This is an optimization exercise on Yosys and OpenROAD, whose aim is small area, a short achievable clock period and few clock cycles per item, not a production implementation. The RTL was checked by simulation tests, not by an equivalence proof against the original design. Power is estimated from default activity; no workload was simulated.

### flow/flow/run.sh
#!/bin/bash
# Own flow: the standard layout, with every port buffered by the
# smallest buffer (sky130_fd_sc_hd__buf_1) instead of the resizer's default,
# and timing repair asked to leave a large setup margin so that it shortens
# the adder's critical path (the clock and constraints are unchanged).
set -euo pipefail
bash standard.sh BUFFER_PORTS_ARGS="-buffer_cell sky130_fd_sc_hd__buf_1" \
  SETUP_SLACK_MARGIN=20 TNS_END_PERCENT=0 finish > standard_flow.log 2>&1
### flow/standard.sh
#!/bin/bash
# synth_recipe.tcl (not shown) runs the flow's synth.tcl, then flattens the netlist and writes it again
# the make line also repeats each setting of config.mk as NAME=value (left out here)
make -C /OpenROAD-flow-scripts/flow DESIGN_CONFIG=/design/flow/config.mk WORK_HOME=/design/flow/orfs CLKGATE_MAP_FILE= SYNTH_SCRIPT=/design/flow/synth_recipe.tcl "${@:-finish}"
### flow/config.mk
export PLATFORM = sky130hd
export DESIGN_NAME = wide_add_seq
export DESIGN_NICKNAME = wide_add_seq
export VERILOG_FILES = /design/flow/design.v
export SDC_FILE = /design/flow/constraint.sdc
export NUM_CORES = 4
export LEC_CHECK = 0
export CAP_MARGIN = 20
export CORE_MARGIN = 2
export CORE_UTILIZATION = 40
export SLEW_MARGIN = 20
export SYNTH_HIERARCHICAL = 1
### flow/constraint.sdc
create_clock -name core_clock -period 28.0 [get_ports {clk}]
set_input_delay 5.6000 -clock core_clock [delete_from_list [all_inputs] [get_ports {clk}]]
set_output_delay 5.6000 -clock core_clock [all_outputs]
set_load 0.01 [all_outputs]
### flow/design.v
package wide_add_seq_pkg;
  localparam int DATA_W_DEF = 256;
endpackage
module wide_add_seq_pg (
  input  logic x,
  input  logic y,
  input  logic inv,
  output logic p,
  output logic g
);
  logic yy;
  assign yy = y ^ inv;
  assign p  = x ^ yy;
  assign g  = x & yy;
endmodule
module wide_add_seq_grp (
  input  logic [3:0] p,
  input  logic [3:0] g,
  output logic       gg,
  output logic       gp
);
  assign gg = g[3] | (p[3] & g[2]) | (p[3] & p[2] & g[1]) |
              (p[3] & p[2] & p[1] & g[0]);
  assign gp = &p;
endmodule
module wide_add_seq_sum (
  input  logic [3:0] p,
  input  logic [2:0] g,
  input  logic       ci,
  output logic [3:0] s
);
  logic [3:0] c;
  assign c[0] = ci;
  assign c[1] = g[0] | (p[0] & ci);
  assign c[2] = g[1] | (p[1] & g[0]) | (p[1] & p[0] & ci);
  assign c[3] = g[2] | (p[2] & g[1]) | (p[2] & p[1] & g[0]) |
                (p[2] & p[1] & p[0] & ci);
  assign s = p ^ c;
endmodule
module wide_add_seq_gp (
  input  logic gh,
  input  logic ph,
  input  logic gl,
  input  logic pl,
  output logic g,
  output logic p
);
  assign g = gh | (ph & gl);
  assign p = ph & pl;
endmodule
module wide_add_seq_gc (
  input  logic gh,
  input  logic ph,
  input  logic gl,
  output logic g
);
  assign g = gh | (ph & gl);
endmodule
module wide_add_seq_slice (
  input  logic [3:0] p,
  input  logic [3:0] g,
  input  logic       ci,
  output logic       gg,
  output logic       gp,
  output logic [3:0] s
);
  logic [3:0] c;
  assign gg = g[3] | (p[3] & g[2]) | (p[3] & p[2] & g[1]) |
              (p[3] & p[2] & p[1] & g[0]);
  assign gp = &p;
  assign c[0] = ci;
  assign c[1] = g[0] | (p[0] & ci);
  assign c[2] = g[1] | (p[1] & g[0]) | (p[1] & p[0] & ci);
  assign c[3] = g[2] | (p[2] & g[1]) | (p[2] & p[1] & g[0]) |
                (p[2] & p[1] & p[0] & ci);
  assign s = p ^ c;
endmodule
module wide_add_seq_pre (
  input  logic [3:0] p,
  input  logic [3:0] g,
  output logic [3:1] cg,
  output logic [3:1] cp,
  output logic       gg,
  output logic       gp
);
  assign cg[1] = g[0];
  assign cp[1] = p[0];
  assign cg[2] = g[1] | (p[1] & g[0]);
  assign cp[2] = p[1] & p[0];
  assign cg[3] = g[2] | (p[2] & cg[2]);
  assign cp[3] = p[2] & cp[2];
  assign gg = g[3] | (p[3] & cg[3]);
  assign gp = p[3] & cp[3];
endmodule
module wide_add_seq_fin (
  input  logic p,
  input  logic cg,
  input  logic cp,
  input  logic ci,
  output logic s
);
  assign s = p ^ (cg | (cp & ci));
endmodule
module wide_add_seq #(
  parameter int DATA_W = wide_add_seq_pkg::DATA_W_DEF
) (
  input  logic              clk,
  input  logic              reset,
  input  logic              start,
  input  logic              sub,
  input  logic [DATA_W-1:0] a,
  input  logic [DATA_W-1:0] b,
  output logic              busy,
  output logic              done,
  output logic [DATA_W-1:0] s,
  output logic              c_out
);
  localparam int NG = DATA_W / 4;
  logic              done_q;
  logic [DATA_W-1:0] s_q;
  logic              c_q;
  logic [DATA_W-1:0] p, g, sum;
  logic [NG-1:0]     gg, gp;
  logic [NG:0]       c;
  for (genvar i = 0; i < DATA_W; i++) begin : g_bit
    wide_add_seq_pg u_pg (.x(a[i]), .y(b[i]), .inv(sub), .p(p[i]), .g(g[i]));
  end
  for (genvar j = 0; j < NG; j++) begin : g_grp
    wide_add_seq_slice u_sl (
      .p  (p[4*j +: 4]),
      .g  (g[4*j +: 4]),
      .ci (c[j]),
      .gg (gg[j]),
      .gp (gp[j]),
      .s  (sum[4*j +: 4])
    );
  end
  logic t0_1_g;
  logic t0_3_g, t0_3_p;
  logic t0_5_g, t0_5_p;
  logic t0_7_g, t0_7_p;
  logic t0_9_g, t0_9_p;
  logic t0_11_g, t0_11_p;
  logic t0_13_g, t0_13_p;
  logic t0_15_g, t0_15_p;
  logic t0_17_g, t0_17_p;
  logic t0_19_g, t0_19_p;
  logic t0_21_g, t0_21_p;
  logic t0_23_g, t0_23_p;
  logic t0_25_g, t0_25_p;
  logic t0_27_g, t0_27_p;
  logic t0_29_g, t0_29_p;
  logic t0_31_g, t0_31_p;
  logic t0_33_g, t0_33_p;
  logic t0_35_g, t0_35_p;
  logic t0_37_g, t0_37_p;
  logic t0_39_g, t0_39_p;
  logic t0_41_g, t0_41_p;
  logic t0_43_g, t0_43_p;
  logic t0_45_g, t0_45_p;
  logic t0_47_g, t0_47_p;
  logic t0_49_g, t0_49_p;
  logic t0_51_g, t0_51_p;
  logic t0_53_g, t0_53_p;
  logic t0_55_g, t0_55_p;
  logic t0_57_g, t0_57_p;
  logic t0_59_g, t0_59_p;
  logic t0_61_g, t0_61_p;
  logic t0_63_g, t0_63_p;
  logic t1_3_g;
  logic t1_5_g, t1_5_p;
  logic t1_7_g, t1_7_p;
  logic t1_9_g, t1_9_p;
  logic t1_11_g, t1_11_p;
  logic t1_13_g, t1_13_p;
  logic t1_15_g, t1_15_p;
  logic t1_17_g, t1_17_p;
  logic t1_19_g, t1_19_p;
  logic t1_21_g, t1_21_p;
  logic t1_23_g, t1_23_p;
  logic t1_25_g, t1_25_p;
  logic t1_27_g, t1_27_p;
  logic t1_29_g, t1_29_p;
  logic t1_31_g, t1_31_p;
  logic t1_33_g, t1_33_p;
  logic t1_35_g, t1_35_p;
  logic t1_37_g, t1_37_p;
  logic t1_39_g, t1_39_p;
  logic t1_41_g, t1_41_p;
  logic t1_43_g, t1_43_p;
  logic t1_45_g, t1_45_p;
  logic t1_47_g, t1_47_p;
  logic t1_49_g, t1_49_p;
  logic t1_51_g, t1_51_p;
  logic t1_53_g, t1_53_p;
  logic t1_55_g, t1_55_p;
  logic t1_57_g, t1_57_p;
  logic t1_59_g, t1_59_p;
  logic t1_61_g, t1_61_p;
  logic t1_63_g, t1_63_p;
  logic t2_5_g;
  logic t2_7_g;
  logic t2_9_g, t2_9_p;
  logic t2_11_g, t2_11_p;
  logic t2_13_g, t2_13_p;
  logic t2_15_g, t2_15_p;
  logic t2_17_g, t2_17_p;
  logic t2_19_g, t2_19_p;
  logic t2_21_g, t2_21_p;
  logic t2_23_g, t2_23_p;
  logic t2_25_g, t2_25_p;
  logic t2_27_g, t2_27_p;
  logic t2_29_g, t2_29_p;
  logic t2_31_g, t2_31_p;
  logic t2_33_g, t2_33_p;
  logic t2_35_g, t2_35_p;
  logic t2_37_g, t2_37_p;
  logic t2_39_g, t2_39_p;
  logic t2_41_g, t2_41_p;
  logic t2_43_g, t2_43_p;
  logic t2_45_g, t2_45_p;
  logic t2_47_g, t2_47_p;
  logic t2_49_g, t2_49_p;
  logic t2_51_g, t2_51_p;
  logic t2_53_g, t2_53_p;
  logic t2_55_g, t2_55_p;
  logic t2_57_g, t2_57_p;
  logic t2_59_g, t2_59_p;
  logic t2_61_g, t2_61_p;
  logic t2_63_g, t2_63_p;
  logic t3_9_g;
  logic t3_11_g;
  logic t3_13_g;
  logic t3_15_g;
  logic t3_17_g, t3_17_p;
  logic t3_19_g, t3_19_p;
  logic t3_21_g, t3_21_p;
  logic t3_23_g, t3_23_p;
  logic t3_25_g, t3_25_p;
  logic t3_27_g, t3_27_p;
  logic t3_29_g, t3_29_p;
  logic t3_31_g, t3_31_p;
  logic t3_33_g, t3_33_p;
  logic t3_35_g, t3_35_p;
  logic t3_37_g, t3_37_p;
  logic t3_39_g, t3_39_p;
  logic t3_41_g, t3_41_p;
  logic t3_43_g, t3_43_p;
  logic t3_45_g, t3_45_p;
  logic t3_47_g, t3_47_p;
  logic t3_49_g, t3_49_p;
  logic t3_51_g, t3_51_p;
  logic t3_53_g, t3_53_p;
  logic t3_55_g, t3_55_p;
  logic t3_57_g, t3_57_p;
  logic t3_59_g, t3_59_p;
  logic t3_61_g, t3_61_p;
  logic t3_63_g, t3_63_p;
  logic t4_17_g;
  logic t4_19_g;
  logic t4_21_g;
  logic t4_23_g;
  logic t4_25_g;
  logic t4_27_g;
  logic t4_29_g;
  logic t4_31_g;
  logic t4_33_g, t4_33_p;
  logic t4_35_g, t4_35_p;
  logic t4_37_g, t4_37_p;
  logic t4_39_g, t4_39_p;
  logic t4_41_g, t4_41_p;
  logic t4_43_g, t4_43_p;
  logic t4_45_g, t4_45_p;
  logic t4_47_g, t4_47_p;
  logic t4_49_g, t4_49_p;
  logic t4_51_g, t4_51_p;
  logic t4_53_g, t4_53_p;
  logic t4_55_g, t4_55_p;
  logic t4_57_g, t4_57_p;
  logic t4_59_g, t4_59_p;
  logic t4_61_g, t4_61_p;
  logic t4_63_g, t4_63_p;
  logic t5_33_g;
  logic t5_35_g;
  logic t5_37_g;
  logic t5_39_g;
  logic t5_41_g;
  logic t5_43_g;
  logic t5_45_g;
  logic t5_47_g;
  logic t5_49_g;
  logic t5_51_g;
  logic t5_53_g;
  logic t5_55_g;
  logic t5_57_g;
  logic t5_59_g;
  logic t5_61_g;
  logic t5_63_g;
  logic t7_2_g;
  logic t7_4_g;
  logic t7_6_g;
  logic t7_8_g;
  logic t7_10_g;
  logic t7_12_g;
  logic t7_14_g;
  logic t7_16_g;
  logic t7_18_g;
  logic t7_20_g;
  logic t7_22_g;
  logic t7_24_g;
  logic t7_26_g;
  logic t7_28_g;
  logic t7_30_g;
  logic t7_32_g;
  logic t7_34_g;
  logic t7_36_g;
  logic t7_38_g;
  logic t7_40_g;
  logic t7_42_g;
  logic t7_44_g;
  logic t7_46_g;
  logic t7_48_g;
  logic t7_50_g;
  logic t7_52_g;
  logic t7_54_g;
  logic t7_56_g;
  logic t7_58_g;
  logic t7_60_g;
  logic t7_62_g;
  logic t7_64_g;
  wide_add_seq_gc u_t0_1 (.gh(gg[0]), .ph(gp[0]), .gl(sub), .g(t0_1_g));
  wide_add_seq_gp u_t0_3 (.gh(gg[2]), .ph(gp[2]), .gl(gg[1]), .pl(gp[1]), .g(t0_3_g), .p(t0_3_p));
  wide_add_seq_gp u_t0_5 (.gh(gg[4]), .ph(gp[4]), .gl(gg[3]), .pl(gp[3]), .g(t0_5_g), .p(t0_5_p));
  wide_add_seq_gp u_t0_7 (.gh(gg[6]), .ph(gp[6]), .gl(gg[5]), .pl(gp[5]), .g(t0_7_g), .p(t0_7_p));
  wide_add_seq_gp u_t0_9 (.gh(gg[8]), .ph(gp[8]), .gl(gg[7]), .pl(gp[7]), .g(t0_9_g), .p(t0_9_p));
  wide_add_seq_gp u_t0_11 (.gh(gg[10]), .ph(gp[10]), .gl(gg[9]), .pl(gp[9]), .g(t0_11_g), .p(t0_11_p));
  wide_add_seq_gp u_t0_13 (.gh(gg[12]), .ph(gp[12]), .gl(gg[11]), .pl(gp[11]), .g(t0_13_g), .p(t0_13_p));
  wide_add_seq_gp u_t0_15 (.gh(gg[14]), .ph(gp[14]), .gl(gg[13]), .pl(gp[13]), .g(t0_15_g), .p(t0_15_p));
  wide_add_seq_gp u_t0_17 (.gh(gg[16]), .ph(gp[16]), .gl(gg[15]), .pl(gp[15]), .g(t0_17_g), .p(t0_17_p));
  wide_add_seq_gp u_t0_19 (.gh(gg[18]), .ph(gp[18]), .gl(gg[17]), .pl(gp[17]), .g(t0_19_g), .p(t0_19_p));
  wide_add_seq_gp u_t0_21 (.gh(gg[20]), .ph(gp[20]), .gl(gg[19]), .pl(gp[19]), .g(t0_21_g), .p(t0_21_p));
  wide_add_seq_gp u_t0_23 (.gh(gg[22]), .ph(gp[22]), .gl(gg[21]), .pl(gp[21]), .g(t0_23_g), .p(t0_23_p));
  wide_add_seq_gp u_t0_25 (.gh(gg[24]), .ph(gp[24]), .gl(gg[23]), .pl(gp[23]), .g(t0_25_g), .p(t0_25_p));
  wide_add_seq_gp u_t0_27 (.gh(gg[26]), .ph(gp[26]), .gl(gg[25]), .pl(gp[25]), .g(t0_27_g), .p(t0_27_p));
  wide_add_seq_gp u_t0_29 (.gh(gg[28]), .ph(gp[28]), .gl(gg[27]), .pl(gp[27]), .g(t0_29_g), .p(t0_29_p));
  wide_add_seq_gp u_t0_31 (.gh(gg[30]), .ph(gp[30]), .gl(gg[29]), .pl(gp[29]), .g(t0_31_g), .p(t0_31_p));
  wide_add_seq_gp u_t0_33 (.gh(gg[32]), .ph(gp[32]), .gl(gg[31]), .pl(gp[31]), .g(t0_33_g), .p(t0_33_p));
  wide_add_seq_gp u_t0_35 (.gh(gg[34]), .ph(gp[34]), .gl(gg[33]), .pl(gp[33]), .g(t0_35_g), .p(t0_35_p));
  wide_add_seq_gp u_t0_37 (.gh(gg[36]), .ph(gp[36]), .gl(gg[35]), .pl(gp[35]), .g(t0_37_g), .p(t0_37_p));
  wide_add_seq_gp u_t0_39 (.gh(gg[38]), .ph(gp[38]), .gl(gg[37]), .pl(gp[37]), .g(t0_39_g), .p(t0_39_p));
  wide_add_seq_gp u_t0_41 (.gh(gg[40]), .ph(gp[40]), .gl(gg[39]), .pl(gp[39]), .g(t0_41_g), .p(t0_41_p));
  wide_add_seq_gp u_t0_43 (.gh(gg[42]), .ph(gp[42]), .gl(gg[41]), .pl(gp[41]), .g(t0_43_g), .p(t0_43_p));
  wide_add_seq_gp u_t0_45 (.gh(gg[44]), .ph(gp[44]), .gl(gg[43]), .pl(gp[43]), .g(t0_45_g), .p(t0_45_p));
  wide_add_seq_gp u_t0_47 (.gh(gg[46]), .ph(gp[46]), .gl(gg[45]), .pl(gp[45]), .g(t0_47_g), .p(t0_47_p));
  wide_add_seq_gp u_t0_49 (.gh(gg[48]), .ph(gp[48]), .gl(gg[47]), .pl(gp[47]), .g(t0_49_g), .p(t0_49_p));
  wide_add_seq_gp u_t0_51 (.gh(gg[50]), .ph(gp[50]), .gl(gg[49]), .pl(gp[49]), .g(t0_51_g), .p(t0_51_p));
  wide_add_seq_gp u_t0_53 (.gh(gg[52]), .ph(gp[52]), .gl(gg[51]), .pl(gp[51]), .g(t0_53_g), .p(t0_53_p));
  wide_add_seq_gp u_t0_55 (.gh(gg[54]), .ph(gp[54]), .gl(gg[53]), .pl(gp[53]), .g(t0_55_g), .p(t0_55_p));
  wide_add_seq_gp u_t0_57 (.gh(gg[56]), .ph(gp[56]), .gl(gg[55]), .pl(gp[55]), .g(t0_57_g), .p(t0_57_p));
  wide_add_seq_gp u_t0_59 (.gh(gg[58]), .ph(gp[58]), .gl(gg[57]), .pl(gp[57]), .g(t0_59_g), .p(t0_59_p));
  wide_add_seq_gp u_t0_61 (.gh(gg[60]), .ph(gp[60]), .gl(gg[59]), .pl(gp[59]), .g(t0_61_g), .p(t0_61_p));
  wide_add_seq_gp u_t0_63 (.gh(gg[62]), .ph(gp[62]), .gl(gg[61]), .pl(gp[61]), .g(t0_63_g), .p(t0_63_p));
  wide_add_seq_gc u_t1_3 (.gh(t0_3_g), .ph(t0_3_p), .gl(t0_1_g), .g(t1_3_g));
  wide_add_seq_gp u_t1_5 (.gh(t0_5_g), .ph(t0_5_p), .gl(t0_3_g), .pl(t0_3_p), .g(t1_5_g), .p(t1_5_p));
  wide_add_seq_gp u_t1_7 (.gh(t0_7_g), .ph(t0_7_p), .gl(t0_5_g), .pl(t0_5_p), .g(t1_7_g), .p(t1_7_p));
  wide_add_seq_gp u_t1_9 (.gh(t0_9_g), .ph(t0_9_p), .gl(t0_7_g), .pl(t0_7_p), .g(t1_9_g), .p(t1_9_p));
  wide_add_seq_gp u_t1_11 (.gh(t0_11_g), .ph(t0_11_p), .gl(t0_9_g), .pl(t0_9_p), .g(t1_11_g), .p(t1_11_p));
  wide_add_seq_gp u_t1_13 (.gh(t0_13_g), .ph(t0_13_p), .gl(t0_11_g), .pl(t0_11_p), .g(t1_13_g), .p(t1_13_p));
  wide_add_seq_gp u_t1_15 (.gh(t0_15_g), .ph(t0_15_p), .gl(t0_13_g), .pl(t0_13_p), .g(t1_15_g), .p(t1_15_p));
  wide_add_seq_gp u_t1_17 (.gh(t0_17_g), .ph(t0_17_p), .gl(t0_15_g), .pl(t0_15_p), .g(t1_17_g), .p(t1_17_p));
  wide_add_seq_gp u_t1_19 (.gh(t0_19_g), .ph(t0_19_p), .gl(t0_17_g), .pl(t0_17_p), .g(t1_19_g), .p(t1_19_p));
  wide_add_seq_gp u_t1_21 (.gh(t0_21_g), .ph(t0_21_p), .gl(t0_19_g), .pl(t0_19_p), .g(t1_21_g), .p(t1_21_p));
  wide_add_seq_gp u_t1_23 (.gh(t0_23_g), .ph(t0_23_p), .gl(t0_21_g), .pl(t0_21_p), .g(t1_23_g), .p(t1_23_p));
  wide_add_seq_gp u_t1_25 (.gh(t0_25_g), .ph(t0_25_p), .gl(t0_23_g), .pl(t0_23_p), .g(t1_25_g), .p(t1_25_p));
  wide_add_seq_gp u_t1_27 (.gh(t0_27_g), .ph(t0_27_p), .gl(t0_25_g), .pl(t0_25_p), .g(t1_27_g), .p(t1_27_p));
  wide_add_seq_gp u_t1_29 (.gh(t0_29_g), .ph(t0_29_p), .gl(t0_27_g), .pl(t0_27_p), .g(t1_29_g), .p(t1_29_p));
  wide_add_seq_gp u_t1_31 (.gh(t0_31_g), .ph(t0_31_p), .gl(t0_29_g), .pl(t0_29_p), .g(t1_31_g), .p(t1_31_p));
  wide_add_seq_gp u_t1_33 (.gh(t0_33_g), .ph(t0_33_p), .gl(t0_31_g), .pl(t0_31_p), .g(t1_33_g), .p(t1_33_p));
  wide_add_seq_gp u_t1_35 (.gh(t0_35_g), .ph(t0_35_p), .gl(t0_33_g), .pl(t0_33_p), .g(t1_35_g), .p(t1_35_p));
  wide_add_seq_gp u_t1_37 (.gh(t0_37_g), .ph(t0_37_p), .gl(t0_35_g), .pl(t0_35_p), .g(t1_37_g), .p(t1_37_p));
  wide_add_seq_gp u_t1_39 (.gh(t0_39_g), .ph(t0_39_p), .gl(t0_37_g), .pl(t0_37_p), .g(t1_39_g), .p(t1_39_p));
  wide_add_seq_gp u_t1_41 (.gh(t0_41_g), .ph(t0_41_p), .gl(t0_39_g), .pl(t0_39_p), .g(t1_41_g), .p(t1_41_p));
  wide_add_seq_gp u_t1_43 (.gh(t0_43_g), .ph(t0_43_p), .gl(t0_41_g), .pl(t0_41_p), .g(t1_43_g), .p(t1_43_p));
  wide_add_seq_gp u_t1_45 (.gh(t0_45_g), .ph(t0_45_p), .gl(t0_43_g), .pl(t0_43_p), .g(t1_45_g), .p(t1_45_p));
  wide_add_seq_gp u_t1_47 (.gh(t0_47_g), .ph(t0_47_p), .gl(t0_45_g), .pl(t0_45_p), .g(t1_47_g), .p(t1_47_p));
  wide_add_seq_gp u_t1_49 (.gh(t0_49_g), .ph(t0_49_p), .gl(t0_47_g), .pl(t0_47_p), .g(t1_49_g), .p(t1_49_p));
  wide_add_seq_gp u_t1_51 (.gh(t0_51_g), .ph(t0_51_p), .gl(t0_49_g), .pl(t0_49_p), .g(t1_51_g), .p(t1_51_p));
  wide_add_seq_gp u_t1_53 (.gh(t0_53_g), .ph(t0_53_p), .gl(t0_51_g), .pl(t0_51_p), .g(t1_53_g), .p(t1_53_p));
  wide_add_seq_gp u_t1_55 (.gh(t0_55_g), .ph(t0_55_p), .gl(t0_53_g), .pl(t0_53_p), .g(t1_55_g), .p(t1_55_p));
  wide_add_seq_gp u_t1_57 (.gh(t0_57_g), .ph(t0_57_p), .gl(t0_55_g), .pl(t0_55_p), .g(t1_57_g), .p(t1_57_p));
  wide_add_seq_gp u_t1_59 (.gh(t0_59_g), .ph(t0_59_p), .gl(t0_57_g), .pl(t0_57_p), .g(t1_59_g), .p(t1_59_p));
  wide_add_seq_gp u_t1_61 (.gh(t0_61_g), .ph(t0_61_p), .gl(t0_59_g), .pl(t0_59_p), .g(t1_61_g), .p(t1_61_p));
  wide_add_seq_gp u_t1_63 (.gh(t0_63_g), .ph(t0_63_p), .gl(t0_61_g), .pl(t0_61_p), .g(t1_63_g), .p(t1_63_p));
  wide_add_seq_gc u_t2_5 (.gh(t1_5_g), .ph(t1_5_p), .gl(t0_1_g), .g(t2_5_g));
  wide_add_seq_gc u_t2_7 (.gh(t1_7_g), .ph(t1_7_p), .gl(t1_3_g), .g(t2_7_g));
  wide_add_seq_gp u_t2_9 (.gh(t1_9_g), .ph(t1_9_p), .gl(t1_5_g), .pl(t1_5_p), .g(t2_9_g), .p(t2_9_p));
  wide_add_seq_gp u_t2_11 (.gh(t1_11_g), .ph(t1_11_p), .gl(t1_7_g), .pl(t1_7_p), .g(t2_11_g), .p(t2_11_p));
  wide_add_seq_gp u_t2_13 (.gh(t1_13_g), .ph(t1_13_p), .gl(t1_9_g), .pl(t1_9_p), .g(t2_13_g), .p(t2_13_p));
  wide_add_seq_gp u_t2_15 (.gh(t1_15_g), .ph(t1_15_p), .gl(t1_11_g), .pl(t1_11_p), .g(t2_15_g), .p(t2_15_p));
  wide_add_seq_gp u_t2_17 (.gh(t1_17_g), .ph(t1_17_p), .gl(t1_13_g), .pl(t1_13_p), .g(t2_17_g), .p(t2_17_p));
  wide_add_seq_gp u_t2_19 (.gh(t1_19_g), .ph(t1_19_p), .gl(t1_15_g), .pl(t1_15_p), .g(t2_19_g), .p(t2_19_p));
  wide_add_seq_gp u_t2_21 (.gh(t1_21_g), .ph(t1_21_p), .gl(t1_17_g), .pl(t1_17_p), .g(t2_21_g), .p(t2_21_p));
  wide_add_seq_gp u_t2_23 (.gh(t1_23_g), .ph(t1_23_p), .gl(t1_19_g), .pl(t1_19_p), .g(t2_23_g), .p(t2_23_p));
  wide_add_seq_gp u_t2_25 (.gh(t1_25_g), .ph(t1_25_p), .gl(t1_21_g), .pl(t1_21_p), .g(t2_25_g), .p(t2_25_p));
  wide_add_seq_gp u_t2_27 (.gh(t1_27_g), .ph(t1_27_p), .gl(t1_23_g), .pl(t1_23_p), .g(t2_27_g), .p(t2_27_p));
  wide_add_seq_gp u_t2_29 (.gh(t1_29_g), .ph(t1_29_p), .gl(t1_25_g), .pl(t1_25_p), .g(t2_29_g), .p(t2_29_p));
  wide_add_seq_gp u_t2_31 (.gh(t1_31_g), .ph(t1_31_p), .gl(t1_27_g), .pl(t1_27_p), .g(t2_31_g), .p(t2_31_p));
  wide_add_seq_gp u_t2_33 (.gh(t1_33_g), .ph(t1_33_p), .gl(t1_29_g), .pl(t1_29_p), .g(t2_33_g), .p(t2_33_p));
  wide_add_seq_gp u_t2_35 (.gh(t1_35_g), .ph(t1_35_p), .gl(t1_31_g), .pl(t1_31_p), .g(t2_35_g), .p(t2_35_p));
  wide_add_seq_gp u_t2_37 (.gh(t1_37_g), .ph(t1_37_p), .gl(t1_33_g), .pl(t1_33_p), .g(t2_37_g), .p(t2_37_p));
  wide_add_seq_gp u_t2_39 (.gh(t1_39_g), .ph(t1_39_p), .gl(t1_35_g), .pl(t1_35_p), .g(t2_39_g), .p(t2_39_p));
  wide_add_seq_gp u_t2_41 (.gh(t1_41_g), .ph(t1_41_p), .gl(t1_37_g), .pl(t1_37_p), .g(t2_41_g), .p(t2_41_p));
  wide_add_seq_gp u_t2_43 (.gh(t1_43_g), .ph(t1_43_p), .gl(t1_39_g), .pl(t1_39_p), .g(t2_43_g), .p(t2_43_p));
  wide_add_seq_gp u_t2_45 (.gh(t1_45_g), .ph(t1_45_p), .gl(t1_41_g), .pl(t1_41_p), .g(t2_45_g), .p(t2_45_p));
  wide_add_seq_gp u_t2_47 (.gh(t1_47_g), .ph(t1_47_p), .gl(t1_43_g), .pl(t1_43_p), .g(t2_47_g), .p(t2_47_p));
  wide_add_seq_gp u_t2_49 (.gh(t1_49_g), .ph(t1_49_p), .gl(t1_45_g), .pl(t1_45_p), .g(t2_49_g), .p(t2_49_p));
  wide_add_seq_gp u_t2_51 (.gh(t1_51_g), .ph(t1_51_p), .gl(t1_47_g), .pl(t1_47_p), .g(t2_51_g), .p(t2_51_p));
  wide_add_seq_gp u_t2_53 (.gh(t1_53_g), .ph(t1_53_p), .gl(t1_49_g), .pl(t1_49_p), .g(t2_53_g), .p(t2_53_p));
  wide_add_seq_gp u_t2_55 (.gh(t1_55_g), .ph(t1_55_p), .gl(t1_51_g), .pl(t1_51_p), .g(t2_55_g), .p(t2_55_p));
  wide_add_seq_gp u_t2_57 (.gh(t1_57_g), .ph(t1_57_p), .gl(t1_53_g), .pl(t1_53_p), .g(t2_57_g), .p(t2_57_p));
  wide_add_seq_gp u_t2_59 (.gh(t1_59_g), .ph(t1_59_p), .gl(t1_55_g), .pl(t1_55_p), .g(t2_59_g), .p(t2_59_p));
  wide_add_seq_gp u_t2_61 (.gh(t1_61_g), .ph(t1_61_p), .gl(t1_57_g), .pl(t1_57_p), .g(t2_61_g), .p(t2_61_p));
  wide_add_seq_gp u_t2_63 (.gh(t1_63_g), .ph(t1_63_p), .gl(t1_59_g), .pl(t1_59_p), .g(t2_63_g), .p(t2_63_p));
  wide_add_seq_gc u_t3_9 (.gh(t2_9_g), .ph(t2_9_p), .gl(t0_1_g), .g(t3_9_g));
  wide_add_seq_gc u_t3_11 (.gh(t2_11_g), .ph(t2_11_p), .gl(t1_3_g), .g(t3_11_g));
  wide_add_seq_gc u_t3_13 (.gh(t2_13_g), .ph(t2_13_p), .gl(t2_5_g), .g(t3_13_g));
  wide_add_seq_gc u_t3_15 (.gh(t2_15_g), .ph(t2_15_p), .gl(t2_7_g), .g(t3_15_g));
  wide_add_seq_gp u_t3_17 (.gh(t2_17_g), .ph(t2_17_p), .gl(t2_9_g), .pl(t2_9_p), .g(t3_17_g), .p(t3_17_p));
  wide_add_seq_gp u_t3_19 (.gh(t2_19_g), .ph(t2_19_p), .gl(t2_11_g), .pl(t2_11_p), .g(t3_19_g), .p(t3_19_p));
  wide_add_seq_gp u_t3_21 (.gh(t2_21_g), .ph(t2_21_p), .gl(t2_13_g), .pl(t2_13_p), .g(t3_21_g), .p(t3_21_p));
  wide_add_seq_gp u_t3_23 (.gh(t2_23_g), .ph(t2_23_p), .gl(t2_15_g), .pl(t2_15_p), .g(t3_23_g), .p(t3_23_p));
  wide_add_seq_gp u_t3_25 (.gh(t2_25_g), .ph(t2_25_p), .gl(t2_17_g), .pl(t2_17_p), .g(t3_25_g), .p(t3_25_p));
  wide_add_seq_gp u_t3_27 (.gh(t2_27_g), .ph(t2_27_p), .gl(t2_19_g), .pl(t2_19_p), .g(t3_27_g), .p(t3_27_p));
  wide_add_seq_gp u_t3_29 (.gh(t2_29_g), .ph(t2_29_p), .gl(t2_21_g), .pl(t2_21_p), .g(t3_29_g), .p(t3_29_p));
  wide_add_seq_gp u_t3_31 (.gh(t2_31_g), .ph(t2_31_p), .gl(t2_23_g), .pl(t2_23_p), .g(t3_31_g), .p(t3_31_p));
  wide_add_seq_gp u_t3_33 (.gh(t2_33_g), .ph(t2_33_p), .gl(t2_25_g), .pl(t2_25_p), .g(t3_33_g), .p(t3_33_p));
  wide_add_seq_gp u_t3_35 (.gh(t2_35_g), .ph(t2_35_p), .gl(t2_27_g), .pl(t2_27_p), .g(t3_35_g), .p(t3_35_p));
  wide_add_seq_gp u_t3_37 (.gh(t2_37_g), .ph(t2_37_p), .gl(t2_29_g), .pl(t2_29_p), .g(t3_37_g), .p(t3_37_p));
  wide_add_seq_gp u_t3_39 (.gh(t2_39_g), .ph(t2_39_p), .gl(t2_31_g), .pl(t2_31_p), .g(t3_39_g), .p(t3_39_p));
  wide_add_seq_gp u_t3_41 (.gh(t2_41_g), .ph(t2_41_p), .gl(t2_33_g), .pl(t2_33_p), .g(t3_41_g), .p(t3_41_p));
  wide_add_seq_gp u_t3_43 (.gh(t2_43_g), .ph(t2_43_p), .gl(t2_35_g), .pl(t2_35_p), .g(t3_43_g), .p(t3_43_p));
  wide_add_seq_gp u_t3_45 (.gh(t2_45_g), .ph(t2_45_p), .gl(t2_37_g), .pl(t2_37_p), .g(t3_45_g), .p(t3_45_p));
  wide_add_seq_gp u_t3_47 (.gh(t2_47_g), .ph(t2_47_p), .gl(t2_39_g), .pl(t2_39_p), .g(t3_47_g), .p(t3_47_p));
  wide_add_seq_gp u_t3_49 (.gh(t2_49_g), .ph(t2_49_p), .gl(t2_41_g), .pl(t2_41_p), .g(t3_49_g), .p(t3_49_p));
  wide_add_seq_gp u_t3_51 (.gh(t2_51_g), .ph(t2_51_p), .gl(t2_43_g), .pl(t2_43_p), .g(t3_51_g), .p(t3_51_p));
  wide_add_seq_gp u_t3_53 (.gh(t2_53_g), .ph(t2_53_p), .gl(t2_45_g), .pl(t2_45_p), .g(t3_53_g), .p(t3_53_p));
  wide_add_seq_gp u_t3_55 (.gh(t2_55_g), .ph(t2_55_p), .gl(t2_47_g), .pl(t2_47_p), .g(t3_55_g), .p(t3_55_p));
  wide_add_seq_gp u_t3_57 (.gh(t2_57_g), .ph(t2_57_p), .gl(t2_49_g), .pl(t2_49_p), .g(t3_57_g), .p(t3_57_p));
  wide_add_seq_gp u_t3_59 (.gh(t2_59_g), .ph(t2_59_p), .gl(t2_51_g), .pl(t2_51_p), .g(t3_59_g), .p(t3_59_p));
  wide_add_seq_gp u_t3_61 (.gh(t2_61_g), .ph(t2_61_p), .gl(t2_53_g), .pl(t2_53_p), .g(t3_61_g), .p(t3_61_p));
  wide_add_seq_gp u_t3_63 (.gh(t2_63_g), .ph(t2_63_p), .gl(t2_55_g), .pl(t2_55_p), .g(t3_63_g), .p(t3_63_p));
  wide_add_seq_gc u_t4_17 (.gh(t3_17_g), .ph(t3_17_p), .gl(t0_1_g), .g(t4_17_g));
  wide_add_seq_gc u_t4_19 (.gh(t3_19_g), .ph(t3_19_p), .gl(t1_3_g), .g(t4_19_g));
  wide_add_seq_gc u_t4_21 (.gh(t3_21_g), .ph(t3_21_p), .gl(t2_5_g), .g(t4_21_g));
  wide_add_seq_gc u_t4_23 (.gh(t3_23_g), .ph(t3_23_p), .gl(t2_7_g), .g(t4_23_g));
  wide_add_seq_gc u_t4_25 (.gh(t3_25_g), .ph(t3_25_p), .gl(t3_9_g), .g(t4_25_g));
  wide_add_seq_gc u_t4_27 (.gh(t3_27_g), .ph(t3_27_p), .gl(t3_11_g), .g(t4_27_g));
  wide_add_seq_gc u_t4_29 (.gh(t3_29_g), .ph(t3_29_p), .gl(t3_13_g), .g(t4_29_g));
  wide_add_seq_gc u_t4_31 (.gh(t3_31_g), .ph(t3_31_p), .gl(t3_15_g), .g(t4_31_g));
  wide_add_seq_gp u_t4_33 (.gh(t3_33_g), .ph(t3_33_p), .gl(t3_17_g), .pl(t3_17_p), .g(t4_33_g), .p(t4_33_p));
  wide_add_seq_gp u_t4_35 (.gh(t3_35_g), .ph(t3_35_p), .gl(t3_19_g), .pl(t3_19_p), .g(t4_35_g), .p(t4_35_p));
  wide_add_seq_gp u_t4_37 (.gh(t3_37_g), .ph(t3_37_p), .gl(t3_21_g), .pl(t3_21_p), .g(t4_37_g), .p(t4_37_p));
  wide_add_seq_gp u_t4_39 (.gh(t3_39_g), .ph(t3_39_p), .gl(t3_23_g), .pl(t3_23_p), .g(t4_39_g), .p(t4_39_p));
  wide_add_seq_gp u_t4_41 (.gh(t3_41_g), .ph(t3_41_p), .gl(t3_25_g), .pl(t3_25_p), .g(t4_41_g), .p(t4_41_p));
  wide_add_seq_gp u_t4_43 (.gh(t3_43_g), .ph(t3_43_p), .gl(t3_27_g), .pl(t3_27_p), .g(t4_43_g), .p(t4_43_p));
  wide_add_seq_gp u_t4_45 (.gh(t3_45_g), .ph(t3_45_p), .gl(t3_29_g), .pl(t3_29_p), .g(t4_45_g), .p(t4_45_p));
  wide_add_seq_gp u_t4_47 (.gh(t3_47_g), .ph(t3_47_p), .gl(t3_31_g), .pl(t3_31_p), .g(t4_47_g), .p(t4_47_p));
  wide_add_seq_gp u_t4_49 (.gh(t3_49_g), .ph(t3_49_p), .gl(t3_33_g), .pl(t3_33_p), .g(t4_49_g), .p(t4_49_p));
  wide_add_seq_gp u_t4_51 (.gh(t3_51_g), .ph(t3_51_p), .gl(t3_35_g), .pl(t3_35_p), .g(t4_51_g), .p(t4_51_p));
  wide_add_seq_gp u_t4_53 (.gh(t3_53_g), .ph(t3_53_p), .gl(t3_37_g), .pl(t3_37_p), .g(t4_53_g), .p(t4_53_p));
  wide_add_seq_gp u_t4_55 (.gh(t3_55_g), .ph(t3_55_p), .gl(t3_39_g), .pl(t3_39_p), .g(t4_55_g), .p(t4_55_p));
  wide_add_seq_gp u_t4_57 (.gh(t3_57_g), .ph(t3_57_p), .gl(t3_41_g), .pl(t3_41_p), .g(t4_57_g), .p(t4_57_p));
  wide_add_seq_gp u_t4_59 (.gh(t3_59_g), .ph(t3_59_p), .gl(t3_43_g), .pl(t3_43_p), .g(t4_59_g), .p(t4_59_p));
  wide_add_seq_gp u_t4_61 (.gh(t3_61_g), .ph(t3_61_p), .gl(t3_45_g), .pl(t3_45_p), .g(t4_61_g), .p(t4_61_p));
  wide_add_seq_gp u_t4_63 (.gh(t3_63_g), .ph(t3_63_p), .gl(t3_47_g), .pl(t3_47_p), .g(t4_63_g), .p(t4_63_p));
  wide_add_seq_gc u_t5_33 (.gh(t4_33_g), .ph(t4_33_p), .gl(t0_1_g), .g(t5_33_g));
  wide_add_seq_gc u_t5_35 (.gh(t4_35_g), .ph(t4_35_p), .gl(t1_3_g), .g(t5_35_g));
  wide_add_seq_gc u_t5_37 (.gh(t4_37_g), .ph(t4_37_p), .gl(t2_5_g), .g(t5_37_g));
  wide_add_seq_gc u_t5_39 (.gh(t4_39_g), .ph(t4_39_p), .gl(t2_7_g), .g(t5_39_g));
  wide_add_seq_gc u_t5_41 (.gh(t4_41_g), .ph(t4_41_p), .gl(t3_9_g), .g(t5_41_g));
  wide_add_seq_gc u_t5_43 (.gh(t4_43_g), .ph(t4_43_p), .gl(t3_11_g), .g(t5_43_g));
  wide_add_seq_gc u_t5_45 (.gh(t4_45_g), .ph(t4_45_p), .gl(t3_13_g), .g(t5_45_g));
  wide_add_seq_gc u_t5_47 (.gh(t4_47_g), .ph(t4_47_p), .gl(t3_15_g), .g(t5_47_g));
  wide_add_seq_gc u_t5_49 (.gh(t4_49_g), .ph(t4_49_p), .gl(t4_17_g), .g(t5_49_g));
  wide_add_seq_gc u_t5_51 (.gh(t4_51_g), .ph(t4_51_p), .gl(t4_19_g), .g(t5_51_g));
  wide_add_seq_gc u_t5_53 (.gh(t4_53_g), .ph(t4_53_p), .gl(t4_21_g), .g(t5_53_g));
  wide_add_seq_gc u_t5_55 (.gh(t4_55_g), .ph(t4_55_p), .gl(t4_23_g), .g(t5_55_g));
  wide_add_seq_gc u_t5_57 (.gh(t4_57_g), .ph(t4_57_p), .gl(t4_25_g), .g(t5_57_g));
  wide_add_seq_gc u_t5_59 (.gh(t4_59_g), .ph(t4_59_p), .gl(t4_27_g), .g(t5_59_g));
  wide_add_seq_gc u_t5_61 (.gh(t4_61_g), .ph(t4_61_p), .gl(t4_29_g), .g(t5_61_g));
  wide_add_seq_gc u_t5_63 (.gh(t4_63_g), .ph(t4_63_p), .gl(t4_31_g), .g(t5_63_g));
  wide_add_seq_gc u_t7_2 (.gh(gg[1]), .ph(gp[1]), .gl(t0_1_g), .g(t7_2_g));
  wide_add_seq_gc u_t7_4 (.gh(gg[3]), .ph(gp[3]), .gl(t1_3_g), .g(t7_4_g));
  wide_add_seq_gc u_t7_6 (.gh(gg[5]), .ph(gp[5]), .gl(t2_5_g), .g(t7_6_g));
  wide_add_seq_gc u_t7_8 (.gh(gg[7]), .ph(gp[7]), .gl(t2_7_g), .g(t7_8_g));
  wide_add_seq_gc u_t7_10 (.gh(gg[9]), .ph(gp[9]), .gl(t3_9_g), .g(t7_10_g));
  wide_add_seq_gc u_t7_12 (.gh(gg[11]), .ph(gp[11]), .gl(t3_11_g), .g(t7_12_g));
  wide_add_seq_gc u_t7_14 (.gh(gg[13]), .ph(gp[13]), .gl(t3_13_g), .g(t7_14_g));
  wide_add_seq_gc u_t7_16 (.gh(gg[15]), .ph(gp[15]), .gl(t3_15_g), .g(t7_16_g));
  wide_add_seq_gc u_t7_18 (.gh(gg[17]), .ph(gp[17]), .gl(t4_17_g), .g(t7_18_g));
  wide_add_seq_gc u_t7_20 (.gh(gg[19]), .ph(gp[19]), .gl(t4_19_g), .g(t7_20_g));
  wide_add_seq_gc u_t7_22 (.gh(gg[21]), .ph(gp[21]), .gl(t4_21_g), .g(t7_22_g));
  wide_add_seq_gc u_t7_24 (.gh(gg[23]), .ph(gp[23]), .gl(t4_23_g), .g(t7_24_g));
  wide_add_seq_gc u_t7_26 (.gh(gg[25]), .ph(gp[25]), .gl(t4_25_g), .g(t7_26_g));
  wide_add_seq_gc u_t7_28 (.gh(gg[27]), .ph(gp[27]), .gl(t4_27_g), .g(t7_28_g));
  wide_add_seq_gc u_t7_30 (.gh(gg[29]), .ph(gp[29]), .gl(t4_29_g), .g(t7_30_g));
  wide_add_seq_gc u_t7_32 (.gh(gg[31]), .ph(gp[31]), .gl(t4_31_g), .g(t7_32_g));
  wide_add_seq_gc u_t7_34 (.gh(gg[33]), .ph(gp[33]), .gl(t5_33_g), .g(t7_34_g));
  wide_add_seq_gc u_t7_36 (.gh(gg[35]), .ph(gp[35]), .gl(t5_35_g), .g(t7_36_g));
  wide_add_seq_gc u_t7_38 (.gh(gg[37]), .ph(gp[37]), .gl(t5_37_g), .g(t7_38_g));
  wide_add_seq_gc u_t7_40 (.gh(gg[39]), .ph(gp[39]), .gl(t5_39_g), .g(t7_40_g));
  wide_add_seq_gc u_t7_42 (.gh(gg[41]), .ph(gp[41]), .gl(t5_41_g), .g(t7_42_g));
  wide_add_seq_gc u_t7_44 (.gh(gg[43]), .ph(gp[43]), .gl(t5_43_g), .g(t7_44_g));
  wide_add_seq_gc u_t7_46 (.gh(gg[45]), .ph(gp[45]), .gl(t5_45_g), .g(t7_46_g));
  wide_add_seq_gc u_t7_48 (.gh(gg[47]), .ph(gp[47]), .gl(t5_47_g), .g(t7_48_g));
  wide_add_seq_gc u_t7_50 (.gh(gg[49]), .ph(gp[49]), .gl(t5_49_g), .g(t7_50_g));
  wide_add_seq_gc u_t7_52 (.gh(gg[51]), .ph(gp[51]), .gl(t5_51_g), .g(t7_52_g));
  wide_add_seq_gc u_t7_54 (.gh(gg[53]), .ph(gp[53]), .gl(t5_53_g), .g(t7_54_g));
  wide_add_seq_gc u_t7_56 (.gh(gg[55]), .ph(gp[55]), .gl(t5_55_g), .g(t7_56_g));
  wide_add_seq_gc u_t7_58 (.gh(gg[57]), .ph(gp[57]), .gl(t5_57_g), .g(t7_58_g));
  wide_add_seq_gc u_t7_60 (.gh(gg[59]), .ph(gp[59]), .gl(t5_59_g), .g(t7_60_g));
  wide_add_seq_gc u_t7_62 (.gh(gg[61]), .ph(gp[61]), .gl(t5_61_g), .g(t7_62_g));
  wide_add_seq_gc u_t7_64 (.gh(gg[63]), .ph(gp[63]), .gl(t5_63_g), .g(t7_64_g));
  assign c[0] = sub;
  assign c[1] = t0_1_g;
  assign c[2] = t7_2_g;
  assign c[3] = t1_3_g;
  assign c[4] = t7_4_g;
  assign c[5] = t2_5_g;
  assign c[6] = t7_6_g;
  assign c[7] = t2_7_g;
  assign c[8] = t7_8_g;
  assign c[9] = t3_9_g;
  assign c[10] = t7_10_g;
  assign c[11] = t3_11_g;
  assign c[12] = t7_12_g;
  assign c[13] = t3_13_g;
  assign c[14] = t7_14_g;
  assign c[15] = t3_15_g;
  assign c[16] = t7_16_g;
  assign c[17] = t4_17_g;
  assign c[18] = t7_18_g;
  assign c[19] = t4_19_g;
  assign c[20] = t7_20_g;
  assign c[21] = t4_21_g;
  assign c[22] = t7_22_g;
  assign c[23] = t4_23_g;
  assign c[24] = t7_24_g;
  assign c[25] = t4_25_g;
  assign c[26] = t7_26_g;
  assign c[27] = t4_27_g;
  assign c[28] = t7_28_g;
  assign c[29] = t4_29_g;
  assign c[30] = t7_30_g;
  assign c[31] = t4_31_g;
  assign c[32] = t7_32_g;
  assign c[33] = t5_33_g;
  assign c[34] = t7_34_g;
  assign c[35] = t5_35_g;
  assign c[36] = t7_36_g;
  assign c[37] = t5_37_g;
  assign c[38] = t7_38_g;
  assign c[39] = t5_39_g;
  assign c[40] = t7_40_g;
  assign c[41] = t5_41_g;
  assign c[42] = t7_42_g;
  assign c[43] = t5_43_g;
  assign c[44] = t7_44_g;
  assign c[45] = t5_45_g;
  assign c[46] = t7_46_g;
  assign c[47] = t5_47_g;
  assign c[48] = t7_48_g;
  assign c[49] = t5_49_g;
  assign c[50] = t7_50_g;
  assign c[51] = t5_51_g;
  assign c[52] = t7_52_g;
  assign c[53] = t5_53_g;
  assign c[54] = t7_54_g;
  assign c[55] = t5_55_g;
  assign c[56] = t7_56_g;
  assign c[57] = t5_57_g;
  assign c[58] = t7_58_g;
  assign c[59] = t5_59_g;
  assign c[60] = t7_60_g;
  assign c[61] = t5_61_g;
  assign c[62] = t7_62_g;
  assign c[63] = t5_63_g;
  assign c[64] = t7_64_g;
  always_ff @(posedge clk or negedge reset) begin
    if (!reset) done_q <= 1'b0;
    else        done_q <= start & ~done_q;
  end
  always_ff @(posedge clk) begin
    s_q <= sum;
    c_q <= c[NG];
  end
  assign busy  = done_q;
  assign done  = done_q;
  assign s     = s_q;
  assign c_out = c_q;
endmodule
==> results of run 1 <==
cell type report:
| class | instances | area share [%] |
|---|---|---|
| Antenna cell | 11 | 0.105 |
| Clock buffer | 47 | 3.51 |
| Tap cell | 615 | 2.95 |
| Multi-Input combinational cell | 1731 | 56.0 |
| Clock inverter | 9 | 0.412 |
| Timing Repair Buffer | 922 | 17.2 |
| Sequential cell | 258 | 19.8 |
placed cells by master (no fill, tap or decap), types with 62 or more instances in the layout:
master / netlist / layout
xor2_1: 320 / 317
nand3_1: 128 / 122
nand2_1: 64 / 64
a21o_1: 321 / 297
xnor2_1: 128 / 127
nor2_1: 64 / 62
dfxtp_1: 257 / 257
ha_1: 320 / 313
and2_1: 129 / 123
and4_2: 64 / 62
a21oi_2: 64 / 105
nand4_1: 64 / 64
buf_1: 0 / 773
buf_4: 1 / 122
modules after synthesis (local to each module, per instance):
module | flip-flops and latches | copies in the design
wide_add_seq | 258 | 1
wide_add_seq_gc | 0 | 64
wide_add_seq_gp | 0 | 129
wide_add_seq_pg | 0 | 256
wide_add_seq_slice | 0 | 64
routing by layer:
layer,up-vias,share of wire (%),GRT usage [%]
li1,9144,-,-
met1,8953,39,33.2
met2,704,50,54.4
met3,180,6.3,5.93
met4,2,4.7,13.6
met5,-,0.017,0
metrics by stage:
| stage | power, mW | std cells | cell area [um^2] |
|---|---|---|---|
| 2_1_floorplan | 0.962 | 1990 | 19400 |
| 3_3_place_gp | 1.23 | 3382 | 23100 |
| 3_5_place_dp | 1.24 | 3382 | 23100 |
| 4_1_cts | 1.73 | 3581 | 26100 |
| 5_1_grt | 1.82 | 3592 | 26100 |
| 6_report | 1.73 | 3593 | 26100 |
registers in the layout (all words and copies together), names as in the netlist:
register and cells:
s_q 256, c_q 1, done_q 1
report_power, final:
| group | switching, mW | internal [mW] | total [mW] |
|---|---|---|---|
| registers | 0.0457 | 0.497 | 0.543 |
| clock network | 0.171 | 0.243 | 0.414 |
| logic | 0.444 | 0.324 | 0.769 |
final timing paths:
path	end	slack, ns
max in group asynchronous	done_q$_DFF_PN0_	23.11
min in group asynchronous	done_q$_DFF_PN0_	4.79
worst max register to register	done_q$_DFF_PN0_	27.42
worst min register to register	done_q$_DFF_PN0_	0.49
worst max-delay path	s_q[218]$_DFF_P_	19.53
worst min-delay path	done_q$_DFF_PN0_	0.49
what timing repair did:
action	4_1_cts	5_1_grt
endpoints found under the hold margin	0	0
resized for setup	126	6
endpoints found under the setup margin	251	209
setup buffers	128	1
gates cloned	15	0
pin swaps	144	13
logic make-up after synthesis:
logic type      synth area share [%]
buf+inv                       0.0388
compound gates                  17.0
fa+ha+maj                       20.7
simple gates                    15.4
flops                           26.7
xor+xnor                        20.2
==> results.yml, run 1 <==
run_status:
  run_status: "no timing/DRC/antenna violations"
place:
  dp.final_hpwl_um: 61800
  place_congestion: 1.03
  post-place-ws_ns: 17.12
  port_buffers: 774
synthesis:
  avgSynthCellArea_um2: 9.74
  yosysTopAreaCell: "dfxtp_1"
  synth_seq_area_share_pct: 26.7
  synthCells: 1990
  ys_warn_count: 7
  syn_area_um2: 19400
  synth_top_area_share_pct: 26.5
  synth-async-reset-ratio_pct: 0.388
  yosysMostFrequentCell: "a21o_1"
  yosys_register_bits: 258
  ys_top_cells_by_count: "a21o_1, ha_1, xor2_1"
  synth_nets: 2826
  synth_enable_flop_cells: 0
  ys_top_cells_by_area: "dfxtp_1, ha_1, xor2_1"
  synthDistinctLibCells: 16
  synth_top_flop_cell: "dfxtp_1"
global_routing:
  grt_pass1_wl_um: 114000
  grt_pass1_vias: 19600
  grt_max_degree: 34
  antenna_found_initial: 11
  track_usage_pct: 29.8
  grt_overflow_total: 0
critical_path:
  worstPathCellList: "clkbuf_16 > buf_16 > buf_12 > buf_16 > xor2_1 > ha_1 > a21oi_2 > nand2_1 > a21o_1 > a21o_1 > a21o_1 > a21o_1 > a21o_1 > a21o_1 > a21o_4 > a21o_1 > a21o_1 > a21oi_2 > xnor2_1"
  cp_top_family: "compound AO/OA/AOI/OAI gates"
  crit_top_cell: "a21o_1"
  worstSetupStartpointType: "input port"
  worst-r2r-cell-count: 1
  cpPeakStageDelay_ns: 0.37
  cp_data_required_time_ns: 28.51
  crit_path_start: "sub"
  cp-end-kind: "flip-flop"
  critPathBufInv: 4
  worstSetupPathType: "input port to flip-flop"
  path_depth: 19
  cp_slowest_cell: "ha_1"
  critPathMaxFanout: 8
  cp.arrival_ns: 8.98
  r2r_start: "done_q$_DFF_PN0_"
timing:
  fin_tns_setup_ns: 0
  finalMaxSlewViolations: 0
  period_needed_ns: 8.47
  fin_crit_sh_pct: 30.3
  worst_clock_skew_ns: 0
  setup_viol: 0
  rsz0062_at_grt: "true"
  relSlewSlack_pct: 77.1
  hold_violations: 0
  timing.fmax_mhz: 118
  whs_ns: 0.486
  worst_pin_slew_ns: 0.342
  setup_ws_ns: 19.53
power_and_ir_drop:
  ir_drop_mv: 0.0437
  power.leakage_nw: 12.8
  powerDensity_nw_per_um2: 66.1
detailed_routing:
  dr.first_iter.drc_count: 815
  wirelength_um: 77900
  ant_nets: 0
  num_vias: 19000
  wire_per_inst_um: 21.7
  drt-pass1-iter-count: 5
  vias_per_cell: 5.28
  drc: 0
clock_network:
  tritoncts: "done"
  clkSinkCount: 258
  clock_latency_ns: 0.56
  clockBufferDepth: 3
  cts_root_buffer: "clkbuf_16"
  cts_buffers: 31
  h-tree-depth: 1
  hold_buffers: 0
  path_clk_slew_ns: 0.06
min_path:
  hold_depth: 1
  worstHoldStart: "done_q$_DFF_PN0_"
  hold_path_class: "flip-flop to flip-flop"
finish:
  syn2layout_area_growth_pct: 34.8
  nFillCells: 4499
  seqCellArea_um2: 5170
  multiInputGateArea_um2: 14600
  fin_util_pct: 54.7
  layout-drive-gt1-share_pct: 14.0
  nNetsFinal: 3780
die:
  core_um2: 47700
  start_util_pct: 40.6
  die-height_um: 224
  io_pins: 775
  rows: 80
  dieWidth_um: 224
  dieArea_um2: 50200
flow_run:
  cap_violations: 0
==> inputs of run 2 (changes only) <==
==> flow/flow/run.sh (replaced) <==
#!/bin/bash
# Own flow: the standard layout, with every port buffered by the
# smallest buffer (sky130_fd_sc_hd__buf_1) instead of the resizer's default.
set -euo pipefail
bash standard.sh BUFFER_PORTS_ARGS="-buffer_cell sky130_fd_sc_hd__buf_1" finish > standard_flow.log 2>&1
==> results.yml, run 2 <==
run_status:
  run_status: "no timing/DRC/antenna violations"
synthesis:
  synth_xor_area_share_pct: 20.2
  yosysTopAreaCell: "dfxtp_1"
  synthCells: 1990
  yosysMostFrequentCell: "a21o_1"
  yosys_register_bits: 258
  synth_top_flop_cell: "dfxtp_1"
  synth_seq_area_share_pct: 26.7
  synth_nets: 2826
  synth_top_area_share_pct: 26.5
  syn_area_um2: 19400
  synth-adder-area-share_pct: 20.7
  ys_top_cells_by_count: "a21o_1, ha_1, xor2_1"
  synth-async-reset-ratio_pct: 0.388
  synth_compound_area_share_pct: 17.0
  synth_enable_flop_cells: 0
  synth_top_family_by_area: "adder cells"
  synthMuxAreaShare_pct: 0
  avgSynthCellArea_um2: 9.74
  synthDistinctLibCells: 16
  synthSimpleGateAreaFrac_pct: 15.4
  ys_warn_count: 7
  ys_top_cells_by_area: "dfxtp_1, ha_1, xor2_1"
power_and_ir_drop:
  power.leakage_nw: 11.9
  powerDensity_nw_per_um2: 69.5
  ir_drop_mv: 0.0423
  total_power_mw: 1.68
critical_path:
  cp-end-kind: "flip-flop"
  crit_top_cell: "a21o_1"
  r2r_slack_ns: 27.42
  cpPeakStageDelay_ns: 0.82
  critPathMaxFanout: 54
  worstSetupStartpointType: "input port"
  worstSetupPathType: "input port to flip-flop"
  worst-r2r-cell-count: 1
  worstPathCellList: "clkbuf_4 > buf_4 > buf_4 > xor2_1 > ha_1 > a21oi_1 > nand2_1 > a21o_1 > a21o_1 > a21o_1 > a21o_1 > a21o_1 > a21o_1 > a21o_1 > a21o_1 > a21o_1 > a21oi_2 > xnor2_1"
  cp_data_required_time_ns: 28.47
  cp_slowest_cell: "buf_4"
  cp.arrival_ns: 11.01
finish:
  layout_common_cells: "buf_1, a21o_1, xor2_1, ha_1, dfxtp_1"
  top_register: "s_q"
  layout-drive-gt1-share_pct: 6.55
  largest_reg_flops: 256
  largestRegisters: "s_q: 256 flops, c_q: 1 flops, done_q: 1 flops"
  syn2layout_area_growth_pct: 25.0
  final_area_um2: 24200
  fin_util_pct: 50.7
  nNetsFinal: 3639
  final_common_cell: "buf_1"
global_routing:
  grt_pass1_vias: 17900
  antenna_found_initial: 7
  grt_overflow_total: 0
  grt_max_degree: 58
  grt_pass1_wl_um: 103000
  track_usage_pct: 27.0
detailed_routing:
  num_vias: 17800
  vias_per_cell: 5.16
  wire_per_inst_um: 20.5
  drc: 0
  dr.first_iter.drc_count: 793
  ant_nets: 0
  wirelength_um: 70800
  drt-pass1-iter-count: 5
clock_network:
  cts_buffers: 34
  clkSinkCount: 258
  path_clk_slew_ns: 0.06
  cts_root_buffer: "clkbuf_16"
  tritoncts: "done"
  clock_latency_ns: 0.53
  h-tree-depth: 2
  clockBufferDepth: 3
  hold_buffers: 0
  post_cts_buffers: 0
  post_cts_resized: 0
die:
  dieWidth_um: 224
  die-height_um: 224
  start_util_pct: 40.6
  rows: 80
  dieArea_um2: 50200
  core_um2: 47700
  io_pins: 775
place:
  port_buffers: 774
  post-place-ws_ns: 16.92
  dp.final_hpwl_um: 60800
  placedInstanceArea_um2: 23100
  place_congestion: 0.978
timing:
  finalMaxSlewViolations: 0
  relSlewSlack_pct: 38.8
  period_needed_ns: 10.55
  worst_clock_skew_ns: 0
  timing.fmax_mhz: 94.8
  fin_tns_setup_ns: 0
  fin_crit_sh_pct: 37.7
  worst_pin_slew_ns: 0.917
  setup_viol: 0
  rsz0062_at_grt: "false"
  setup_ws_ns: 17.45
  hold_violations: 0
flow_run:
  cap_violations: 0
min_path:
  hold_path_class: "flip-flop to flip-flop"
  hold_depth: 1
==> run 2: cell count changes in the layout (fill, tap and decap cells not counted), sizes merged <==
cell and delta:
clkbuf +1, bufbuf -4, buf -139, diode -4
==> run 2: worst max-delay path: cells and delay by family <==
kind                     cells  cell delay, ns
XOR/XNOR                     2            0.29
AO/OA/AOI/OAI               11            2.29
adder cells (fa/ha/maj)      1            0.38
buffers and inverters        3            2.24
AND/OR/NAND/NOR              1            0.07
==> run 2: modules after synthesis (local to each module, per instance) <==
module / cells / flip-flops and latches
wide_add_seq_pg: 2 / 0
wide_add_seq_gc: 1 / 0
wide_add_seq: 260 / 258
wide_add_seq_gp: 2 / 0
wide_add_seq_slice: 14 / 0
==> run 2: worst paths after layout <==
path / startpoint / endpoint
max: sub / s_q[242]$_DFF_P_
min: done_q$_DFF_PN0_ / done_q$_DFF_PN0_
max reg2reg: done_q$_DFF_PN0_ / done_q$_DFF_PN0_
min reg2reg: done_q$_DFF_PN0_ / done_q$_DFF_PN0_
max in group asynchronous: reset / done_q$_DFF_PN0_
min in group asynchronous: reset / done_q$_DFF_PN0_
==> run 2: area by class of cell <==
cell class	instances	area (um^2)
clock inverter	9	104
sequential	258	5170
timing repair buffer	778	2940
fill	4591	23500
multi-input combinational	1731	14200
clock buffer	49	1020
antenna	7	17.5
tap	615	769
==> run 2: kinds of logic (layout without fill, tap and decap cells) <==
family | count (synthesis) | in the layout
fa+ha+maj | 320 | 320
buf+inv | 1 | 836
flops | 258 | 258
xor+xnor | 448 | 448
compound gates | 449 | 449
simple gates | 514 | 514
other cells | 0 | 7
==> run 2: where the power goes <==
part | switching, mW | internal [mW] | total (mW)
Sequential | 0.0475 | 0.498 | 0.545
Clock | 0.177 | 0.271 | 0.448
Combinational | 0.417 | 0.273 | 0.689
Total | 0.641 | 1.04 | 1.68
==> run 2: through the flow <==
step / instances / hold WS (ns)
2_1_floorplan: 1990 / 0.515
3_3_place_gp: 3382 / 0.469
3_5_place_dp: 3382 / 0.477
4_1_cts: 3440 / 0.485
5_1_grt: 3446 / 0.505
6_report: 3447 / 0.484
==> run 2: per-layer routing <==
layer	vias to the layer above	track usage, %	part of all wire (%)
li1	8849	-	-
met2	530	50.2	51
met5	-	0	0.018
met4	2	7.61	2.3
met1	8334	30.7	40
met3	85	6.13	6.1
==> inputs of run 3 (changes only) <==
--- a/flow/design.v
+++ b/flow/design.v
@@ -58,47 +58,2 @@
 endmodule
-module wide_add_seq_slice (
-  input  logic [3:0] p,
-  input  logic [3:0] g,
-  input  logic       ci,
-  output logic       gg,
-  output logic       gp,
-  output logic [3:0] s
-);
-  logic [3:0] c;
-  assign gg = g[3] | (p[3] & g[2]) | (p[3] & p[2] & g[1]) |
-              (p[3] & p[2] & p[1] & g[0]);
-  assign gp = &p;
-  assign c[0] = ci;
-  assign c[1] = g[0] | (p[0] & ci);
-  assign c[2] = g[1] | (p[1] & g[0]) | (p[1] & p[0] & ci);
-  assign c[3] = g[2] | (p[2] & g[1]) | (p[2] & p[1] & g[0]) |
-                (p[2] & p[1] & p[0] & ci);
-  assign s = p ^ c;
-endmodule
-module wide_add_seq_pre (
-  input  logic [3:0] p,
-  input  logic [3:0] g,
-  output logic [3:1] cg,
-  output logic [3:1] cp,
-  output logic       gg,
-  output logic       gp
-);
-  assign cg[1] = g[0];
-  assign cp[1] = p[0];
-  assign cg[2] = g[1] | (p[1] & g[0]);
-  assign cp[2] = p[1] & p[0];
-  assign cg[3] = g[2] | (p[2] & cg[2]);
-  assign cp[3] = p[2] & cp[2];
-  assign gg = g[3] | (p[3] & cg[3]);
-  assign gp = p[3] & cp[3];
-endmodule
-module wide_add_seq_fin (
-  input  logic p,
-  input  logic cg,
-  input  logic cp,
-  input  logic ci,
-  output logic s
-);
-  assign s = p ^ (cg | (cp & ci));
-endmodule
 module wide_add_seq #(
@@ -128,8 +83,12 @@
   for (genvar j = 0; j < NG; j++) begin : g_grp
-    wide_add_seq_slice u_sl (
+    wide_add_seq_grp u_grp (
       .p  (p[4*j +: 4]),
       .g  (g[4*j +: 4]),
-      .ci (c[j]),
       .gg (gg[j]),
-      .gp (gp[j]),
+      .gp (gp[j])
+    );
+    wide_add_seq_sum u_sum (
+      .p  (p[4*j +: 4]),
+      .g  (g[4*j +: 3]),
+      .ci (c[j]),
       .s  (sum[4*j +: 4])
==> results.yml, run 3 <==
finish:
  nNetsFinal: 3831
  syn2layout_area_growth_pct: 25.6
  top_register: "s_q"
  layout_common_cells: "buf_1, xor2_1, ha_1, a21o_1, dfxtp_1"
  nFillCells: 4829
  largest_reg_flops: 256
  layout-drive-gt1-share_pct: 4.27
  final_area_um2: 24800
  largestRegisters: "s_q: 256 flops, c_q: 1 flops, done_q: 1 flops"
  final_common_cell: "buf_1"
  fin_util_pct: 50.9
synthesis:
  avgSynthCellArea_um2: 9.06
  synth_top_flop_cell: "dfxtp_1"
  synth_nets: 3018
  ys_top_cells_by_area: "dfxtp_1, ha_1, xor2_1"
  syn_area_um2: 19800
  ys_top_cells_by_count: "ha_1, xor2_1, a21o_1, dfxtp_1, a21oi_1"
  synthDistinctLibCells: 16
  yosysTopAreaCell: "dfxtp_1"
  yosys_register_bits: 258
  synth_seq_area_share_pct: 26.1
  synth_enable_flop_cells: 0
  synth-async-reset-ratio_pct: 0.388
  synth_top_area_share_pct: 26.0
  synthCells: 2182
  ys_warn_count: 7
global_routing:
  grt_pass1_wl_um: 109000
  grt_overflow_total: 0
  grt_max_degree: 120
  antenna_found_initial: 4
  grt_pass1_vias: 18900
  track_usage_pct: 27.9
detailed_routing:
  dr.first_iter.drc_count: 1024
  drc: 0
  ant_nets: 0
  drt-pass1-iter-count: 7
  num_vias: 19100
  wire_per_inst_um: 20.3
  wirelength_um: 74900
  vias_per_cell: 5.17
die:
  core_um2: 48800
  start_util_pct: 40.5
  die-height_um: 226
  dieWidth_um: 226
  dieArea_um2: 51200
  rows: 81
  io_pins: 775
timing:
  period_needed_ns: 10.60
  timing.fmax_mhz: 94.3
  rsz0062_at_grt: "false"
  setup_ws_ns: 17.40
  worst_clock_skew_ns: 0
  finalMaxSlewViolations: 0
  hold_violations: 0
  setup_viol: 0
  fin_crit_sh_pct: 37.9
  fin_tns_setup_ns: 0
  worst_pin_slew_ns: 1.02
  relSlewSlack_pct: 32.2
clock_network:
  clkSinkCount: 258
  clock_latency_ns: 0.54
  clockBufferDepth: 3
  h-tree-depth: 2
  path_clk_slew_ns: 0.06
  cts_buffers: 35
  post_cts_resized: 0
  hold_buffers: 0
  cts_root_buffer: "clkbuf_16"
  post_cts_buffers: 0
  tritoncts: "done"
power_and_ir_drop:
  total_power_mw: 1.77
  ir_drop_mv: 0.0440
  power.leakage_nw: 11.7
  powerDensity_nw_per_um2: 71.3
place:
  post-place-ws_ns: 16.92
  port_buffers: 774
  place_congestion: 0.983
  dp.final_hpwl_um: 64200
  placedInstanceArea_um2: 23500
critical_path:
  cp-end-kind: "flip-flop"
  cp.arrival_ns: 11.08
  worstSetupPathType: "input port to flip-flop"
  critPathMaxFanout: 48
  worstSetupStartpointType: "input port"
  cp_data_required_time_ns: 28.47
min_path:
  hold_path_class: "flip-flop to flip-flop"
flow_run:
  cap_violations: 0
run_status:
  run_status: "no timing/DRC/antenna violations"
-- run 3: cell families after synthesis --
logic type,Yosys count,share of synthesized area (%)
compound gates,705,23.5
xor+xnor,448,19.8
simple gates,386,9.01
fa+ha+maj,320,20.2
flops,258,26.1
buf+inv,65,1.25
-- run 3: cell type report --
type / count / area (um^2) / area share [%]
Multi-Input combinational cell: 1859 / 14400 / 57.8
Sequential cell: 258 / 5170 / 20.8
Timing Repair Buffer: 777 / 2940 / 11.9
Clock buffer: 51 / 1100 / 4.42
Tap cell: 664 / 831 / 3.34
Inverter: 64 / 240 / 0.967
Clock inverter: 11 / 188 / 0.755
Antenna cell: 4 / 10.0 / 0.0403
-- run 3: per-layer routing --
metal  track usage (%)  routed length (um)  vias up
met3              6.22                4980      125
met4              9.19                2320        2
li1                  -                   -     9369
met5                 0                  11        -
met2              50.4               37300      668
met1              32.5               30300     8903
-- run 3: report_power, final --
group	switching [mW]	internal (mW)
clock	0.184	0.318
combinational	0.446	0.280
sequential	0.0462	0.498
-- run 3: worst max-delay path, stage by stage --
cell and delay [ns]:
clkbuf_4 0.68, buf_4 0.75, buf_4 0.75, xor2_1 0.15, ha_1 0.44, a21oi_1 0.10
o21ai_1 0.14, a21o_1 0.28, a21o_1 0.35, a21o_1 0.35, a21o_1 0.39, a21o_1 0.33
a21o_1 0.21, a41oi_1 0.12, o21ai_1 0.12, xor2_1 0.15
-- run 3: per-stage QoR --
step	cells	hold WS (ns)
finish	3688	0.505
global placement	3622	0.500
detailed placement	3622	0.502
CTS	3684	0.513
global route	3687	0.543
floorplan	2182	0.515
-- run 3: worst paths after layout --
kind | start | to | slack (ns) | cells past startpoint
max | sub | s_q[195]$_DFF_P_ | 17.40 | 16
min | done_q$_DFF_PN0_ | done_q$_DFF_PN0_ | 0.51 | 1
max reg2reg | done_q$_DFF_PN0_ | done_q$_DFF_PN0_ | 27.40 | 1
min reg2reg | done_q$_DFF_PN0_ | done_q$_DFF_PN0_ | 0.51 | 1
max in group asynchronous | reset | done_q$_DFF_PN0_ | 23.09 | 1
min in group asynchronous | reset | done_q$_DFF_PN0_ | 4.81 | 1
-- run 3: modules after synthesis (local to each module, per instance) --
| module | cells | area [um^2] | copies in the design | flip-flops and latches |
|---|---|---|---|---|
| wide_add_seq | 260 | 5190 | 1 | 258 |
| wide_add_seq_pg | 2 | 21.3 | 256 | 0 |
| wide_add_seq_gp | 2 | 13.8 | 129 | 0 |
| wide_add_seq_gc | 1 | 7.51 | 64 | 0 |
| wide_add_seq_sum | 11 | 81.3 | 64 | 0 |
| wide_add_seq_grp | 6 | 26.3 | 64 | 0 |
Testbench counts of run 3, summed over its fixed seeds: cycles 6,400, ops 3,200.

[afterwards: timing with drivers on the ports]
Ports are ideal in the flow. The routed layouts listed here were re-timed in OpenROAD. Step 1 assumes that a clkbuf_16 drives the clock port and a buf_2 every other input. Step 2 times the ports against the registers' clock, not the clock port: input delays grow and output delays shrink by t, the midpoint of the rising clock arrivals with the driver on. a / b / c = no drivers / after step 1 / after step 2; a / b = the first two.
run | t (ns) | slack for setup (ns) | latest minus earliest clock arrival (ns)
run 1 | 0.627 | 19.528 / 19.497 / 18.871 | 0.024 / 0.025
run 2 | 0.599 | 17.453 / 17.492 / 16.894 | 0.017 / 0.017
run 3 | 0.597 | 17.396 / 17.436 / 16.839 | 0.015 / 0.015
After both steps setup and hold are still met in every run listed. The setup slack of run 1, which loses most, moves by -0.031 ns with the drivers and by -0.657 ns with both steps.
